Context: an optimization exercise on an open-source flow, tuned for small area, a short achievable clock period and few clock cycles. The choices shown serve that exercise and are no tape-out recipe.
Where RTL was checked, it was by simulation tests only, not by an equivalence proof against the original.

==> run a: inputs <==
==> flow/design.v (excerpt) <==
module dwconv_top (
  input  logic                  clk,
  input  logic                  rstn,
  input  logic                  in_req,
  input  dwconv_pkg::window_t   in_data,
  output logic                  in_ack,
  output logic                  out_req,
  output dwconv_pkg::out_word_t out_data,
  input  logic                  out_ack
);
==> module requant_relu, before the edit <==
module requant_relu #(
  parameter int W = 16
) (
  input  logic signed [W-1:0] s,
  output logic [6:0]          q
);
  logic neg;
  logic sat;
  assign neg = s[W-1];
  assign sat = (|s[W-2:11]) || (s[10] && s[9] && (|s[8:4]));
  assign q[6:5] = {2{!neg}} & ({2{sat}} | s[10:9]);
  assign q[4:0] = {5{!neg && !sat}} & s[8:4];
endmodule
Settings: LEC_CHECK=0, CAP_MARGIN=20, CORE_MARGIN=2, CORE_UTILIZATION=75, CTS_CLUSTER_DIAMETER=80, CTS_CLUSTER_SIZE=30, SETUP_SLACK_MARGIN=3.2, SLEW_MARGIN=20, SYNTH_HIERARCHICAL=1, SYNTH_MINIMUM_KEEP_SIZE=0; clock period 6.0 ns.
standard.sh (not shown) runs the stock make flow with config.mk's settings and CLKGATE_MAP_FILE= SYNTH_SCRIPT=/design/flow/synth_recipe.tcl, a recipe that flattens the netlist after the stock synthesis.
==> flow/flow/run.sh <==
#!/bin/bash
# Standard layout (the standard.sh, standard synthesis included), except
# that the input and output port buffers are plain sky130_fd_sc_hd__buf_1
# cells rather than the delay cell that buffer_ports picks by default.
# Every port still gets its own buffer; the resizer may still upsize them.
set -e
export BUFFER_PORTS_ARGS="-buffer_cell sky130_fd_sc_hd__buf_1"
bash standard.sh > standard.log 2>&1
==> run b: changes against run a <==
--- a/flow/config.mk
+++ b/flow/config.mk
@@ -5,11 +5,11 @@
 export SDC_FILE = /design/flow/constraint.sdc
 export NUM_CORES = 4
 export LEC_CHECK = 0
 export CAP_MARGIN = 20
 export CORE_MARGIN = 2
-export CORE_UTILIZATION = 75
+export CORE_UTILIZATION = 60
 export CTS_CLUSTER_DIAMETER = 80
 export CTS_CLUSTER_SIZE = 30
 export SETUP_SLACK_MARGIN = 3.2
 export SLEW_MARGIN = 20
 export SYNTH_HIERARCHICAL = 1
==> run c: changes against run a <==
--- a/flow/design.v
+++ b/flow/design.v
@@ -5455,16 +5455,21 @@
   parameter int W = 16
 ) (
   input  logic signed [W-1:0] s,
   output logic [6:0]          q
 );
-  logic neg;
   logic sat;
-  assign neg = s[W-1];
   assign sat = (|s[W-2:11]) || (s[10] && s[9] && (|s[8:4]));
-  assign q[6:5] = {2{!neg}} & ({2{sat}} | s[10:9]);
-  assign q[4:0] = {5{!neg && !sat}} & s[8:4];
+  always_comb begin
+    if (s[W-1]) begin
+      q = '0;
+    end else if (sat) begin
+      q = 7'(96);
+    end else begin
+      q = s[10:4];
+    end
+  end
 endmodule
 `default_nettype wire
 `timescale 1ns/10ps
 `default_nettype none
 module result_fifo (
--- a/flow/config.mk
+++ b/flow/config.mk
@@ -5,11 +5,11 @@
 export SDC_FILE = /design/flow/constraint.sdc
 export NUM_CORES = 4
 export LEC_CHECK = 0
 export CAP_MARGIN = 20
 export CORE_MARGIN = 2
-export CORE_UTILIZATION = 75
+export CORE_UTILIZATION = 60
 export CTS_CLUSTER_DIAMETER = 80
 export CTS_CLUSTER_SIZE = 30
 export SETUP_SLACK_MARGIN = 3.2
 export SLEW_MARGIN = 20
 export SYNTH_HIERARCHICAL = 1
==> run d: changes against run a <==
--- a/flow/design.v
+++ b/flow/design.v
@@ -895,12 +895,16 @@
   end
   logic [15:0] rx, ry;
   logic signed [15:0] s;
   assign rx = {1'b1, cs_n454, cs_n452, cs_n450, cs_n448, cs_n446, cs_n444, ~cs_n442, cs_n440, cs_n438, cs_n436, cs_n434, 1'b0, 1'b0, 1'b0, 1'b0};
   assign ry = {cs_n456, cs_n455, cs_n453, cs_n451, cs_n449, cs_n447, cs_n445, cs_n443, cs_n441, ~cs_n439, cs_n437, cs_n435, 1'b0, 1'b0, 1'b0, 1'b0};
-  assign s = rx + ry;
-  requant_relu #(.W(16)) u_rq (.s(s), .q(q));
+  logic [7:0] lo;
+  logic [4:0] h0, h1;
+  assign lo = {1'b0, rx[10:4]} + {1'b0, ry[10:4]};
+  assign h0 = rx[15:11] + ry[15:11];
+  assign h1 = rx[15:11] + ry[15:11] + 5'd1;
+  requant_relu_cs #(.WH(5)) u_rq (.lo(lo), .h0(h0), .h1(h1), .q(q));
 endmodule
 module channel_mac1 (
   input  logic        clk,
   input  logic [71:0] win,
   output logic [6:0]  q
@@ -1528,12 +1532,16 @@
   end
   logic [15:0] rx, ry;
   logic signed [15:0] s;
   assign rx = {1'b1, ~cs_n332, ~cs_n330, cs_n328, cs_n326, ~cs_n324, cs_n322, cs_n320, ~cs_n318, cs_n316, ~cs_n314, cs_n312, 1'b0, 1'b0, 1'b0, 1'b0};
   assign ry = {1'b0, ~cs_n333, ~cs_n331, cs_n329, cs_n327, cs_n325, ~cs_n323, cs_n321, cs_n319, ~cs_n317, cs_n315, cs_n313, 1'b0, 1'b0, 1'b0, 1'b0};
-  assign s = rx + ry;
-  requant_relu #(.W(16)) u_rq (.s(s), .q(q));
+  logic [7:0] lo;
+  logic [4:0] h0, h1;
+  assign lo = {1'b0, rx[10:4]} + {1'b0, ry[10:4]};
+  assign h0 = rx[15:11] + ry[15:11];
+  assign h1 = rx[15:11] + ry[15:11] + 5'd1;
+  requant_relu_cs #(.WH(5)) u_rq (.lo(lo), .h0(h0), .h1(h1), .q(q));
 endmodule
 module channel_mac2 (
   input  logic        clk,
   input  logic [71:0] win,
   output logic [6:0]  q
@@ -2095,12 +2103,16 @@
   end
   logic [14:0] rx, ry;
   logic signed [14:0] s;
   assign rx = {1'b1, ~cs_n299, cs_n297, cs_n295, ~cs_n293, cs_n291, cs_n289, cs_n287, cs_n285, cs_n283, cs_n281, 1'b0, 1'b0, 1'b0, 1'b0};
   assign ry = {1'b0, cs_n300, cs_n298, cs_n296, cs_n294, ~cs_n292, cs_n290, cs_n288, cs_n286, cs_n284, cs_n282, 1'b0, 1'b0, 1'b0, 1'b0};
-  assign s = rx + ry;
-  requant_relu #(.W(15)) u_rq (.s(s), .q(q));
+  logic [7:0] lo;
+  logic [3:0] h0, h1;
+  assign lo = {1'b0, rx[10:4]} + {1'b0, ry[10:4]};
+  assign h0 = rx[14:11] + ry[14:11];
+  assign h1 = rx[14:11] + ry[14:11] + 4'd1;
+  requant_relu_cs #(.WH(4)) u_rq (.lo(lo), .h0(h0), .h1(h1), .q(q));
 endmodule
 module channel_mac3 (
   input  logic        clk,
   input  logic [71:0] win,
   output logic [6:0]  q
@@ -2706,12 +2718,16 @@
   end
   logic [15:0] rx, ry;
   logic signed [15:0] s;
   assign rx = {1'b1, ~cs_n320, cs_n318, cs_n316, cs_n314, cs_n312, ~cs_n310, cs_n308, ~cs_n306, cs_n304, cs_n302, cs_n300, 1'b0, 1'b0, 1'b0, 1'b0};
   assign ry = {1'b0, ~cs_n321, ~cs_n319, cs_n317, cs_n315, cs_n313, cs_n311, ~cs_n309, cs_n307, ~cs_n305, cs_n303, cs_n301, 1'b0, 1'b0, 1'b0, 1'b0};
-  assign s = rx + ry;
-  requant_relu #(.W(16)) u_rq (.s(s), .q(q));
+  logic [7:0] lo;
+  logic [4:0] h0, h1;
+  assign lo = {1'b0, rx[10:4]} + {1'b0, ry[10:4]};
+  assign h0 = rx[15:11] + ry[15:11];
+  assign h1 = rx[15:11] + ry[15:11] + 5'd1;
+  requant_relu_cs #(.WH(5)) u_rq (.lo(lo), .h0(h0), .h1(h1), .q(q));
 endmodule
 module channel_mac4 (
   input  logic        clk,
   input  logic [71:0] win,
   output logic [6:0]  q
@@ -3229,12 +3245,16 @@
   end
   logic [13:0] rx, ry;
   logic signed [13:0] s;
   assign rx = {~cs_n271, cs_n269, cs_n267, cs_n265, ~cs_n263, ~cs_n261, ~cs_n259, cs_n257, ~cs_n255, cs_n253, 1'b0, 1'b0, 1'b0, 1'b0};
   assign ry = {cs_n272, cs_n270, cs_n268, cs_n266, cs_n264, ~cs_n262, ~cs_n260, ~cs_n258, cs_n256, ~cs_n254, 1'b0, 1'b0, 1'b0, 1'b0};
-  assign s = rx + ry;
-  requant_relu #(.W(14)) u_rq (.s(s), .q(q));
+  logic [7:0] lo;
+  logic [2:0] h0, h1;
+  assign lo = {1'b0, rx[10:4]} + {1'b0, ry[10:4]};
+  assign h0 = rx[13:11] + ry[13:11];
+  assign h1 = rx[13:11] + ry[13:11] + 3'd1;
+  requant_relu_cs #(.WH(3)) u_rq (.lo(lo), .h0(h0), .h1(h1), .q(q));
 endmodule
 module channel_mac5 (
   input  logic        clk,
   input  logic [71:0] win,
   output logic [6:0]  q
@@ -3958,12 +3978,16 @@
   end
   logic [15:0] rx, ry;
   logic signed [15:0] s;
   assign rx = {~cs_n389, cs_n387, cs_n385, cs_n383, ~cs_n381, cs_n379, ~cs_n377, cs_n375, ~cs_n373, cs_n371, cs_n369, cs_n367, 1'b0, 1'b0, 1'b0, 1'b0};
   assign ry = {cs_n390, cs_n388, cs_n386, cs_n384, cs_n382, ~cs_n380, cs_n378, ~cs_n376, cs_n374, cs_n372, cs_n370, cs_n368, 1'b0, 1'b0, 1'b0, 1'b0};
-  assign s = rx + ry;
-  requant_relu #(.W(16)) u_rq (.s(s), .q(q));
+  logic [7:0] lo;
+  logic [4:0] h0, h1;
+  assign lo = {1'b0, rx[10:4]} + {1'b0, ry[10:4]};
+  assign h0 = rx[15:11] + ry[15:11];
+  assign h1 = rx[15:11] + ry[15:11] + 5'd1;
+  requant_relu_cs #(.WH(5)) u_rq (.lo(lo), .h0(h0), .h1(h1), .q(q));
 endmodule
 module channel_mac6 (
   input  logic        clk,
   input  logic [71:0] win,
   output logic [6:0]  q
@@ -4769,12 +4793,16 @@
   end
   logic [15:0] rx, ry;
   logic signed [15:0] s;
   assign rx = {cs_n437, cs_n435, cs_n433, cs_n431, cs_n429, ~cs_n427, cs_n425, cs_n423, ~cs_n421, cs_n419, ~cs_n417, cs_n415, 1'b0, 1'b0, 1'b0, 1'b0};
   assign ry = {cs_n438, cs_n436, cs_n434, cs_n432, cs_n430, cs_n428, ~cs_n426, cs_n424, cs_n422, ~cs_n420, cs_n418, ~cs_n416, 1'b0, 1'b0, 1'b0, 1'b0};
-  assign s = rx + ry;
-  requant_relu #(.W(16)) u_rq (.s(s), .q(q));
+  logic [7:0] lo;
+  logic [4:0] h0, h1;
+  assign lo = {1'b0, rx[10:4]} + {1'b0, ry[10:4]};
+  assign h0 = rx[15:11] + ry[15:11];
+  assign h1 = rx[15:11] + ry[15:11] + 5'd1;
+  requant_relu_cs #(.WH(5)) u_rq (.lo(lo), .h0(h0), .h1(h1), .q(q));
 endmodule
 module channel_mac7 (
   input  logic        clk,
   input  logic [71:0] win,
   output logic [6:0]  q
@@ -5424,12 +5452,16 @@
   end
   logic [15:0] rx, ry;
   logic signed [15:0] s;
   assign rx = {1'b1, cs_n346, cs_n344, cs_n342, cs_n340, cs_n338, cs_n336, ~cs_n334, ~cs_n332, cs_n330, cs_n328, cs_n326, 1'b0, 1'b0, 1'b0, 1'b0};
   assign ry = {cs_n348, cs_n347, cs_n345, cs_n343, cs_n341, cs_n339, cs_n337, cs_n335, ~cs_n333, ~cs_n331, cs_n329, cs_n327, 1'b0, 1'b0, 1'b0, 1'b0};
-  assign s = rx + ry;
-  requant_relu #(.W(16)) u_rq (.s(s), .q(q));
+  logic [7:0] lo;
+  logic [4:0] h0, h1;
+  assign lo = {1'b0, rx[10:4]} + {1'b0, ry[10:4]};
+  assign h0 = rx[15:11] + ry[15:11];
+  assign h1 = rx[15:11] + ry[15:11] + 5'd1;
+  requant_relu_cs #(.WH(5)) u_rq (.lo(lo), .h0(h0), .h1(h1), .q(q));
 endmodule
 module dw_fa (
   input  logic a,
   input  logic b,
   input  logic c,
@@ -5463,10 +5495,29 @@
   assign sat = (|s[W-2:11]) || (s[10] && s[9] && (|s[8:4]));
   assign q[6:5] = {2{!neg}} & ({2{sat}} | s[10:9]);
   assign q[4:0] = {5{!neg && !sat}} & s[8:4];
 endmodule
 `default_nettype wire
+`default_nettype none
+module requant_relu_cs #(
+  parameter int WH = 5
+) (
+  input  logic [7:0]    lo,
+  input  logic [WH-1:0] h0,
+  input  logic [WH-1:0] h1,
+  output logic [6:0]    q
+);
+  logic neg;
+  logic hi;
+  logic sat;
+  assign neg = lo[7] ? h1[WH-1] : h0[WH-1];
+  assign hi  = lo[7] ? (|h1[WH-2:0]) : (|h0[WH-2:0]);
+  assign sat = hi || (lo[6] && lo[5] && (|lo[4:0]));
+  assign q[6:5] = {2{!neg}} & ({2{sat}} | lo[6:5]);
+  assign q[4:0] = {5{!neg && !sat}} & lo[4:0];
+endmodule
+`default_nettype wire
 `timescale 1ns/10ps
 `default_nettype none
 module result_fifo (
   input  logic                  clk,
   input  logic                  load,
--- a/flow/config.mk
+++ b/flow/config.mk
@@ -5,11 +5,11 @@
 export SDC_FILE = /design/flow/constraint.sdc
 export NUM_CORES = 4
 export LEC_CHECK = 0
 export CAP_MARGIN = 20
 export CORE_MARGIN = 2
-export CORE_UTILIZATION = 75
+export CORE_UTILIZATION = 60
 export CTS_CLUSTER_DIAMETER = 80
 export CTS_CLUSTER_SIZE = 30
 export SETUP_SLACK_MARGIN = 3.2
 export SLEW_MARGIN = 20
 export SYNTH_HIERARCHICAL = 1
==> qor summary <==
|  | run b | run d | run a | run c |
|---|---|---|---|---|
| Cell depth of the worst setup path | 8 | 5 | 9 | 9 |
| Startpoint type of the worst setup path | flop | input port | flop | flop |
| Sequential cell area share | 0.306 | 0.307 | 0.308 | 0.306 |
| Met1 track demand over resource | 0.335 | 0.335 | 0.448 | 0.337 |
| R2r worst-path depth | 8 | 6 | 9 | 9 |
| Number of diodes | 28 | 10 | 40 | 28 |
| Post-route clock period utilization | 0.455 | 0.454 | 0.536 | 0.470 |
| Hold path startpoint | u_mac6.s1_n326 | u_mac5.s1_n284 | u_mac6.s1_n326 | u_mac3.s1_n233 |
| Worst-path maximum fanout | 5 | 3 | 5 | 5 |
| Clock tree cell share of total cell area | 0.0272 | 0.0296 | 0.0215 | 0.0279 |
| Routed vias | 22700 | 22200 | 25100 | 22800 |
| Die footprint | 0.0722 mm^2 | 0.0721 mm^2 | 0.0580 mm^2 | 0.0722 mm^2 |
| TritonCTS Buffers | 37 | 38 | 30 | 37 |
| Result of the run | timing/DRC/antenna clean | timing/DRC/antenna clean | timing/DRC/antenna clean | timing/DRC/antenna clean |
| Fraction of area in multi-input gates | 0.553 | 0.553 | 0.559 | 0.552 |
| Area grow syn2layout | 12.1% | 12.0% | 11.4% | 12.3% |
| Post-route worst hold slack | 0.338 ns | 0.336 ns | 0.345 ns | 0.337 ns |
| Number of antenna violations at the first check in global routing | 42 | 8 | 51 | 54 |
| Worst setup path endpoint | u_out.q[44] | u_mac6.s1_n279 | u_out.q[3] | u_out.q[4] |
| Origin of the worst setup path | u_mac6.cs_n430 | in_data[432] | u_mac0.cs_n442 | u_mac0.cs_n435 |
| Final estimated routing congestion in global placement | 0.955 | 0.966 | 0.947 | 0.969 |
| Post-route met1 wirelength | 35.0 mm | 34.2 mm | 36.2 mm | 35.6 mm |
Testbench counts of run a, summed over its fixed seeds: cycles 12,800.
Testbench counts of run b, summed over its fixed seeds: cycles 12,800.
The RTL of run c and run d was laid out without a check of its function.

re-timing with driven ports:
The results above use ideal ports. As a check the final layouts listed here were re-extracted and re-timed, cells and wires unchanged. Step 1 (the two cells are an assumption about what drives the block):
set clk [get_ports {clk}]
set_driving_cell -lib_cell sky130_fd_sc_hd__clkbuf_16 $clk
set_driving_cell -lib_cell sky130_fd_sc_hd__buf_2 [delete_from_list [all_inputs] $clk]
Step 2 times the ports against the registers' clock, not the clock port: input delays grow and output delays shrink by t, the midpoint of the rising clock arrivals with the driver on. a / b / c = no drivers / after step 1 / after step 2; a / b = the first two.
| run | t, ns | setup WS [ns] | worst register clock-pin slew, ns | worst data-port slew with drivers (ns) |
|---|---|---|---|---|
| run a | 0.691 | 2.784 / 2.784 / 2.596 | 0.12 / 0.12 | 0.20 |
| run b | 0.641 | 3.271 / 3.271 / 2.689 | 0.11 / 0.11 | 0.17 |
| run c | 0.660 | 3.180 / 3.180 / 2.647 | 0.11 / 0.11 | 0.16 |
| run d | 0.649 | 3.273 / 3.295 / 2.646 | 0.11 / 0.11 | 0.11 |
After both steps every run listed still meets setup and hold. The setup slack of run d, which loses most, moves by +0.022 ns with the drivers and by -0.627 ns with both steps.
